This is an optimization exercise on Yosys and OpenROAD, whose aim is small area and a short achievable clock period, not a production implementation. RTL that was checked went through simulation tests only; none was proved equivalent to the original. The clock input has no modelled driver; a real chip could not lean on it and would need a root buffer or a full tree. Power and IR drop assume default switching activity.

==> inputs of job 9109 <==
Design led_scan_capture, start of the top module:
module led_scan_capture
#(
  parameter int unsigned STABLE_CYCLES  = 4,
  parameter int unsigned TIMEOUT_CYCLES = 1048576
) (
  input  logic         Clock,
  input  logic         RST,
  input  logic [35:0]  GPIO_1,
  output logic [15:0][15:0] RedPixels,
  output logic [15:0][15:0] GrnPixels,
  output logic         frame_valid,
  output logic         frame_error,
  output logic         stalled,
  output logic [15:0]  frame_count
);
  localparam int unsigned IW = (TIMEOUT_CYCLES > 2) ? $clog2(TIMEOUT_CYCLES) : 1;
  logic [31:0] col_q;
  always_ff @(posedge Clock) col_q <= GPIO_1[31:0];
  logic [3:0] row;       
  logic       row_q;     
  logic       row_q_n;   
  logic [3:0] row_d;
  logic       row_q_d;
  led_row_stabiliser #(
    .STABLE_CYCLES(STABLE_CYCLES)
  ) u_stab (
    .clk_i    (Clock),
    .rst_i    (RST),
    .row_i    (GPIO_1[35:32]),
    .row_o    (row),
    .row_q_o  (row_q),
    .row_q_n_o(row_q_n),
    .row_d_o  (row_d),
    .row_q_d_o(row_q_d)
  );
  logic [15:0] red_rev;
  logic [15:0] grn_rev;
  always_comb begin
    for (int i = 0; i < 16; i++) begin
      red_rev[i] = col_q[15 - i];
      grn_rev[i] = col_q[31 - i];
    end
  end
  logic       state_q;       
  logic [3:0] exp_row_q;
  logic       state_d;
  logic [3:0] exp_row_d;
  logic       error_d;
  logic       row0;
  assign row0 = (row == 4'd0);
  always_comb begin
    state_d   = state_q;
    exp_row_d = exp_row_q;
    error_d   = 1'b0;
    if (RST) begin
      state_d   = 1'b0;
      exp_row_d = '0;
    end else if (row_q) begin
  ...
==> module led_scan_capture, before the edit <==
module led_scan_capture
#(
  parameter int unsigned STABLE_CYCLES  = 4,
  parameter int unsigned TIMEOUT_CYCLES = 1048576
) (
  input  logic         Clock,
  input  logic         RST,
  input  logic [35:0]  GPIO_1,
  output logic [15:0][15:0] RedPixels,
  output logic [15:0][15:0] GrnPixels,
  output logic         frame_valid,
  output logic         frame_error,
  output logic         stalled,
  output logic [15:0]  frame_count
);
  localparam int unsigned IW = (TIMEOUT_CYCLES > 2) ? $clog2(TIMEOUT_CYCLES) : 1;
  logic [31:0] col_q;
  always_ff @(posedge Clock) col_q <= GPIO_1[31:0];
  logic [3:0] row;       
  logic       row_q;     
  logic       row_q_n;   
  logic [3:0] row_d;
  logic       row_q_d;
  led_row_stabiliser #(
    .STABLE_CYCLES(STABLE_CYCLES)
  ) u_stab (
    .clk_i    (Clock),
    .rst_i    (RST),
    .row_i    (GPIO_1[35:32]),
    .row_o    (row),
    .row_q_o  (row_q),
    .row_q_n_o(row_q_n),
    .row_d_o  (row_d),
    .row_q_d_o(row_q_d)
  );
  logic [15:0] red_rev;
  logic [15:0] grn_rev;
  always_comb begin
    for (int i = 0; i < 16; i++) begin
      red_rev[i] = col_q[15 - i];
      grn_rev[i] = col_q[31 - i];
    end
  end
  logic       state_q;       
  logic [3:0] exp_row_q;
  logic       state_d;
  logic [3:0] exp_row_d;
  logic       error_d;
  logic       row0;
  assign row0 = (row == 4'd0);
  always_comb begin
    state_d   = state_q;
    exp_row_d = exp_row_q;
    error_d   = 1'b0;
    if (RST) begin
      state_d   = 1'b0;
      exp_row_d = '0;
    end else if (row_q) begin
      if (!state_q) begin
        if (row0) begin
          state_d   = 1'b1;
          exp_row_d = 4'd1;
        end
      end else if (row0) begin
        error_d   = (exp_row_q != 4'd0);
        exp_row_d = 4'd1;
      end else if (row == exp_row_q) begin
        exp_row_d = exp_row_q + 4'd1;
      end else begin
        error_d = 1'b1;
        state_d = 1'b0;
      end
    end
  end
  logic commit_d;
  logic commit_q;
  logic keep_q;
  assign commit_d = row_q_d && (row_d == 4'd0) && state_d && (exp_row_d == 4'd0);
  always_ff @(posedge Clock) begin
    state_q   <= state_d;
    exp_row_q <= exp_row_d;
    commit_q  <= commit_d;
    keep_q    <= !commit_d;
  end
  always_ff @(posedge Clock) begin
    if (RST) begin
      frame_valid <= 1'b0;
      frame_error <= 1'b0;
      frame_count <= '0;
    end else begin
      frame_valid <= commit_q;
      frame_error <= error_d;
      if (commit_q) frame_count <= frame_count + 16'd1;
    end
  end
  logic [15:0][15:0] red_sh_q;
  logic [15:0][15:0] grn_sh_q;
  logic [15:0] sh_wr;
  logic [15:0] sh_keep;
  always_comb begin
    for (int r = 0; r < 16; r++) begin
      sh_wr[r]   = row_q && (row == 4'(r));
      sh_keep[r] = row_q_n || (row != 4'(r));
    end
  end
  always_ff @(posedge Clock) begin
    for (int r = 0; r < 16; r++) begin
      red_sh_q[r] <= (red_rev & {16{sh_wr[r]}}) | (red_sh_q[r] & {16{sh_keep[r]}});
      grn_sh_q[r] <= (grn_rev & {16{sh_wr[r]}}) | (grn_sh_q[r] & {16{sh_keep[r]}});
    end
  end
  logic ld;
  logic hold;
  assign ld   = commit_q && !RST;
  assign hold = keep_q && !RST;
  always_ff @(posedge Clock) begin
    RedPixels <= (red_sh_q & {256{ld}}) | (RedPixels & {256{hold}});
    GrnPixels <= (grn_sh_q & {256{ld}}) | (GrnPixels & {256{hold}});
  end
  logic [IW-1:0] idle_q;
  always_ff @(posedge Clock) begin
    if (RST || row_q) begin
      idle_q  <= '0;
      stalled <= 1'b0;
    end else begin
      idle_q  <= idle_q + IW'(1);
      stalled <= stalled || (idle_q == IW'(TIMEOUT_CYCLES - 1));
    end
  end
endmodule
Settings: LEC_CHECK=0, CAP_MARGIN=20, CORE_MARGIN=2, CORE_UTILIZATION=55, CTS_BUF_LIST=sky130_fd_sc_hd__clkbuf_8, SETUP_SLACK_MARGIN=3.6, SLEW_MARGIN=20; clock period 6.0 ns.
run.sh (not shown) runs the stock make flow with config.mk's settings and CLKGATE_MAP_FILE= SYNTH_SCRIPT=/design/flow/synth_recipe.tcl, a recipe that flattens the netlist after the stock synthesis.
==> job 5666 (differences from job 9109) <==
--- a/flow/design.v
+++ b/flow/design.v
@@ -156,5 +156,9 @@
   logic commit_q;
   logic keep_q;
-  assign commit_d = row_q_d && (row_d == 4'd0) && state_d && (exp_row_d == 4'd0);
+  if (STABLE_CYCLES >= 2) begin : g_commit
+    assign commit_d = row_q_d && (row_d == 4'd0) && state_q && (exp_row_q == 4'd0);
+  end else begin : g_commit
+    assign commit_d = row_q_d && (row_d == 4'd0) && state_d && (exp_row_d == 4'd0);
+  end
   always_ff @(posedge Clock) begin
     state_q   <= state_d;
@@ -198,12 +202,27 @@
     GrnPixels <= (grn_sh_q & {256{ld}}) | (GrnPixels & {256{hold}});
   end
-  logic [IW-1:0] idle_q;
-  always_ff @(posedge Clock) begin
-    if (RST || row_q) begin
-      idle_q  <= '0;
-      stalled <= 1'b0;
-    end else begin
-      idle_q  <= idle_q + IW'(1);
-      stalled <= stalled || (idle_q == IW'(TIMEOUT_CYCLES - 1));
+  if (TIMEOUT_CYCLES == 1048576) begin : g_idle
+    logic [19:0] idle_q;
+    logic        low_zero;
+    assign low_zero = (idle_q[18:0] == 19'd0);
+    always_ff @(posedge Clock) begin
+      if (RST || row_q) begin
+        idle_q  <= '0;
+        stalled <= 1'b0;
+      end else begin
+        idle_q  <= {idle_q[18:0], idle_q[19] ^ idle_q[16] ^ low_zero};
+        stalled <= stalled || (idle_q[19] && low_zero);
+      end
+    end
+  end else begin : g_idle
+    logic [IW-1:0] idle_q;
+    always_ff @(posedge Clock) begin
+      if (RST || row_q) begin
+        idle_q  <= '0;
+        stalled <= 1'b0;
+      end else begin
+        idle_q  <= idle_q + IW'(1);
+        stalled <= stalled || (idle_q == IW'(TIMEOUT_CYCLES - 1));
+      end
     end
   end
==> flow/flow/run.sh (new file) <==
#!/bin/bash
# Own layout flow: the standard ORFS flow, with plain buffers on the
# ports, a fanout limit and no delay cells for the placement-stage
# buffering, and a two-level clock tree (clock_tree.tcl) in place of
# TritonCTS. Make's output goes to flow_make.log here; ORFS's per-step logs
# stay under orfs/logs/.
set -euo pipefail
bash standard.sh finish \
  BUFFER_PORTS_ARGS="-buffer_cell sky130_fd_sc_hd__buf_2" \
  PRE_RESIZE_TCL="$PWD/flow/pre_resize.tcl" \
  PRE_CTS_TCL="$PWD/flow/clock_tree.tcl" \
  > flow_make.log 2>&1
==> flow/flow/clock_tree.tcl (new file) <==
# Shallow clock tree, built in place of TritonCTS (sourced as the PRE_CTS
# hook). The registers are split by recursive bisection of their placement
# into leaf groups of at most CT_LEAF_MAX; each group gets a leaf clock
# buffer at its centre. The leaf buffers are split the same way into
# CT_MID groups, each driven by one buffer on the clock port's net, so
# the port drives CT_MID buffer inputs and every register is two buffers
# from the port. No register's clock is delayed against another's on
# purpose: all take the same two-buffer path.
set ct_leaf_max 26
set ct_mid      4
set ct_leaf_cell sky130_fd_sc_hd__clkbuf_16
set ct_mid_cell  sky130_fd_sc_hd__clkbuf_16

set ct_block [ord::get_db_block]
set ct_clk_net [$ct_block findNet Clock]

# Split items {name x y} into k groups of near-equal size by recursive
# bisection along the wider side.
proc ct_split { items k } {
  if { $k <= 1 } { return [list $items] }
  set xs [lmap it $items { lindex $it 1 }]
  set ys [lmap it $items { lindex $it 2 }]
  set w [expr { [tcl::mathfunc::max {*}$xs] - [tcl::mathfunc::min {*}$xs] }]
  set h [expr { [tcl::mathfunc::max {*}$ys] - [tcl::mathfunc::min {*}$ys] }]
  set idx [expr { $w >= $h ? 1 : 2 }]
  set sorted [lsort -real -index $idx $items]
  set k1 [expr { $k / 2 }]
  set k2 [expr { $k - $k1 }]
  set n [llength $sorted]
  set n1 [expr { int(round(double($n) * $k1 / $k)) }]
  return [concat [ct_split [lrange $sorted 0 [expr { $n1 - 1 }]] $k1] \
                 [ct_split [lrange $sorted $n1 end] $k2]]
}

proc ct_centre { items } {
  set sx 0.0; set sy 0.0
  foreach it $items { set sx [expr { $sx + [lindex $it 1] }]; set sy [expr { $sy + [lindex $it 2] }] }
  set n [llength $items]
  return [list [expr { int($sx / $n) }] [expr { int($sy / $n) }]]
}

proc ct_buffer { block cell name in_net x y } {
  set master [[ord::get_db] findMaster $cell]
  set inst [odb::dbInst_create $block $master $name]
  $inst setLocation [expr { $x - [$master getWidth] / 2 }] [expr { $y - [$master getHeight] / 2 }]
  $inst setPlacementStatus PLACED
  [$inst findITerm A] connect $in_net
  set out [odb::dbNet_create $block "${name}_net"]
  $out setSigType CLOCK
  [$inst findITerm X] connect $out
  return [list $inst $out]
}

# Register clock pins on the port's net.
set ct_sinks {}
foreach it [$ct_clk_net getITerms] {
  set inst [$it getInst]
  set b [$inst getBBox]
  lappend ct_sinks [list $it [expr { ([$b xMin] + [$b xMax]) / 2 }] [expr { ([$b yMin] + [$b yMax]) / 2 }]]
}
set ct_n [llength $ct_sinks]
set ct_nleaf [expr { ($ct_n + $ct_leaf_max - 1) / $ct_leaf_max }]
puts "clock_tree: $ct_n sinks, $ct_nleaf leaf buffers, $ct_mid mid buffers"
$ct_clk_net setSigType CLOCK

set ct_leaves {}
set i 0
foreach grp [ct_split $ct_sinks $ct_nleaf] {
  lassign [ct_centre $grp] x y
  lappend ct_leaves [list $grp $x $y $i]
  incr i
}
set j 0
foreach mgrp [ct_split $ct_leaves $ct_mid] {
  lassign [ct_centre $mgrp] mx my
  lassign [ct_buffer $ct_block $ct_mid_cell "clkbuf_mid_$j" $ct_clk_net $mx $my] minst mnet
  foreach leaf $mgrp {
    lassign $leaf grp x y li
    lassign [ct_buffer $ct_block $ct_leaf_cell "clkbuf_leaf_$li" $mnet $x $y] linst lnet
    foreach s $grp {
      set it [lindex $s 0]
      $it disconnect
      $it connect $lnet
    }
  }
  incr j
}

# Stand in for TritonCTS: cts.tcl's call then does nothing.
rename clock_tree_synthesis ct_unused_clock_tree_synthesis
proc clock_tree_synthesis { args } {
  puts "clock_tree: TritonCTS skipped, tree built by clock_tree.tcl"
  set_propagated_clock [all_clocks]
}
==> flow/flow/pre_resize.tcl (new file) <==
set_max_fanout 16 [current_design]
set_dont_use {sky130_fd_sc_hd__dlygate* sky130_fd_sc_hd__dlymetal* sky130_fd_sc_hd__clkdlybuf*}
==> flow/standard.sh (new file) <==
#!/bin/bash
# synth_recipe.tcl (not shown) runs the flow's synth.tcl, then flattens the netlist and writes it again
# the make line also repeats each setting of config.mk as NAME=value (left out here)
make -C /OpenROAD-flow-scripts/flow DESIGN_CONFIG=/design/flow/config.mk WORK_HOME=/design/flow/orfs CLKGATE_MAP_FILE= SYNTH_SCRIPT=/design/flow/synth_recipe.tcl "${@:-finish}"
- CORE_UTILIZATION: 55 -> 62
- CTS_BUF_LIST: sky130_fd_sc_hd__clkbuf_8 -> not set
- SETUP_SLACK_MARGIN: 3.6 -> 3.7
removed: flow/run.sh
==> job 5522 (differences from job 9109) <==
--- a/flow/design.v
+++ b/flow/design.v
@@ -156,5 +156,9 @@
   logic commit_q;
   logic keep_q;
-  assign commit_d = row_q_d && (row_d == 4'd0) && state_d && (exp_row_d == 4'd0);
+  if (STABLE_CYCLES >= 2) begin : g_commit
+    assign commit_d = row_q_d && (row_d == 4'd0) && state_q && (exp_row_q == 4'd0);
+  end else begin : g_commit
+    assign commit_d = row_q_d && (row_d == 4'd0) && state_d && (exp_row_d == 4'd0);
+  end
   always_ff @(posedge Clock) begin
     state_q   <= state_d;
@@ -198,12 +202,27 @@
     GrnPixels <= (grn_sh_q & {256{ld}}) | (GrnPixels & {256{hold}});
   end
-  logic [IW-1:0] idle_q;
-  always_ff @(posedge Clock) begin
-    if (RST || row_q) begin
-      idle_q  <= '0;
-      stalled <= 1'b0;
-    end else begin
-      idle_q  <= idle_q + IW'(1);
-      stalled <= stalled || (idle_q == IW'(TIMEOUT_CYCLES - 1));
+  if (TIMEOUT_CYCLES == 1048576) begin : g_idle
+    logic [19:0] idle_q;
+    logic        low_zero;
+    assign low_zero = (idle_q[18:0] == 19'd0);
+    always_ff @(posedge Clock) begin
+      if (RST || row_q) begin
+        idle_q  <= '0;
+        stalled <= 1'b0;
+      end else begin
+        idle_q  <= {idle_q[18:0], idle_q[19] ^ idle_q[16] ^ low_zero};
+        stalled <= stalled || (idle_q[19] && low_zero);
+      end
+    end
+  end else begin : g_idle
+    logic [IW-1:0] idle_q;
+    always_ff @(posedge Clock) begin
+      if (RST || row_q) begin
+        idle_q  <= '0;
+        stalled <= 1'b0;
+      end else begin
+        idle_q  <= idle_q + IW'(1);
+        stalled <= stalled || (idle_q == IW'(TIMEOUT_CYCLES - 1));
+      end
     end
   end
==> flow/flow/run.sh (new file) <==
#!/bin/bash
# Own layout flow: the standard ORFS flow, with plain buffers on the
# ports, no dummy loads in the clock tree and a fanout limit for the
# placement-stage buffering. Make's output goes to flow_make.log here;
# ORFS's per-step logs stay under orfs/logs/.
set -euo pipefail
bash standard.sh finish \
  BUFFER_PORTS_ARGS="-buffer_cell sky130_fd_sc_hd__buf_2" \
  PRE_RESIZE_TCL="$PWD/flow/pre_resize.tcl" \
  CTS_ARGS="-sink_clustering_enable -repair_clock_nets -dont_use_dummy_load -sink_clustering_size 30 -sink_clustering_max_diameter 100" \
  > flow_make.log 2>&1
==> flow/flow/pre_resize.tcl (new file) <==
set_max_fanout 16 [current_design]
set_dont_use {sky130_fd_sc_hd__dlygate* sky130_fd_sc_hd__dlymetal* sky130_fd_sc_hd__clkdlybuf*}
==> flow/standard.sh (new file) <==
#!/bin/bash
# synth_recipe.tcl (not shown) runs the flow's synth.tcl, then flattens the netlist and writes it again
# the make line also repeats each setting of config.mk as NAME=value (left out here)
make -C /OpenROAD-flow-scripts/flow DESIGN_CONFIG=/design/flow/config.mk WORK_HOME=/design/flow/orfs CLKGATE_MAP_FILE= SYNTH_SCRIPT=/design/flow/synth_recipe.tcl "${@:-finish}"
- CTS_BUF_LIST: sky130_fd_sc_hd__clkbuf_8 -> not set
removed: flow/run.sh
==> comparison table <==
| item | job 5666 | job 5522 | job 9109 |
|---|---|---|---|
| Result of the run | no timing/DRC/antenna violations | no timing/DRC/antenna violations | no timing/DRC/antenna violations |
| Number of cells on the worst hold path | 2 | 1 | 1 |
| Clock slew at the register clock pins of the worst setup and hold paths | 90 ps | 110 ps | 70 ps |
| Number of fill cells in the layout | 3772 | 4858 | 4050 |
| Clock buffer count | - | 43 | 220 |
| Leak Pwr | 17.31 nW | 17.22 nW | 19.64 nW |
| Share of the clock period used by the worst path | 0.3778 | 0.3975 | 0.4164 |
| Post-CTS repair timing setup buffer count | 3 | 4 | 147 |
| Launching element type of the critical path | primary input | register | register |
| Total number of vias | 25090 | 24460 | 25510 |
| Instance count on the critical path | 9 | 1 | 1 |
| Switching part of the total power | 0.2066 | 0.2131 | 0.2188 |
| Net count after synthesis | 2690 | 2690 | 2726 |
| Power in the clock group | 3.52 mW | 3.47 mW | 6.07 mW |
| Worst Setup End Kind | register | output port | output port |
| FF-to-FF path depth | 6 | 7 | 7 |
| Count of cell types in the netlist | 49 | 49 | 46 |
| Worst Setup Slack post-DPL | 843.9 ps | 202.4 ps | 1843 ps |
| Clock network fraction of design power | 0.314 | 0.311 | 0.443 |
| Multiplexer area fraction after synthesis | 0.002066 | 0.002066 | 0.001476 |
| Combinational power share | 0.014 | 0.014 | 0.009 |
| Share of synthesized cell area in full adder, half adder and majority cells | 0.001107 | 0.001107 | 0.001476 |
| Number of global-route vias before repair | 23540 | 23190 | 25000 |
| TritonRoute pass-1 iters | 5 | 6 | 5 |
| Pint | 8.882 mW | 8.765 mW | 10.70 mW |
| Comb. pwr | 0.159 mW | 0.151 mW | - |
| Total power divided by cell area | 285.2 nW/µm² | 283.4 nW/µm² | 296.9 nW/µm² |
No functional check of the RTL was part of job 9109. In job 5666 the design's own scripts or RTL, not TritonCTS, make the clock network.

-- separate check: timing with driven ports --
Ports are ideal in the flow. The routed layouts listed here were re-timed in OpenROAD.
Step 1: set_driving_cell puts a clkbuf_16 on Clock and a buf_2 on each other input, an assumption about the parent block.
Step 2 also shifts input and output timing later by t, the mid clock arrival at the registers, as if the neighbouring blocks saw the same clock.
Slacks: ideal / step 1 / step 2; pairs: ideal / step 1.
| run | t, ns | setup WS [ns] | worst register clock-pin slew, ns | worst data-port slew with drivers (ns) | pins driven straight from the clock port |
|---|---|---|---|---|---|
| job 9109 | 0.845 | 3.502 / 3.449 / 2.787 | 0.07 / 0.07 | 0.11 | 1 |
| job 5666 | 0.556 | 3.733 / 3.613 / 3.277 | 0.10 / 0.10 | 0.07 | 4 |
| job 5522 | 0.648 | 3.615 / 3.551 / 3.013 | 0.12 / 0.12 | 0.06 | 1 |
After both steps setup and hold are still met in every run listed. The setup slack of job 9109, which loses most, moves by -0.053 ns with the drivers and by -0.715 ns with both steps.
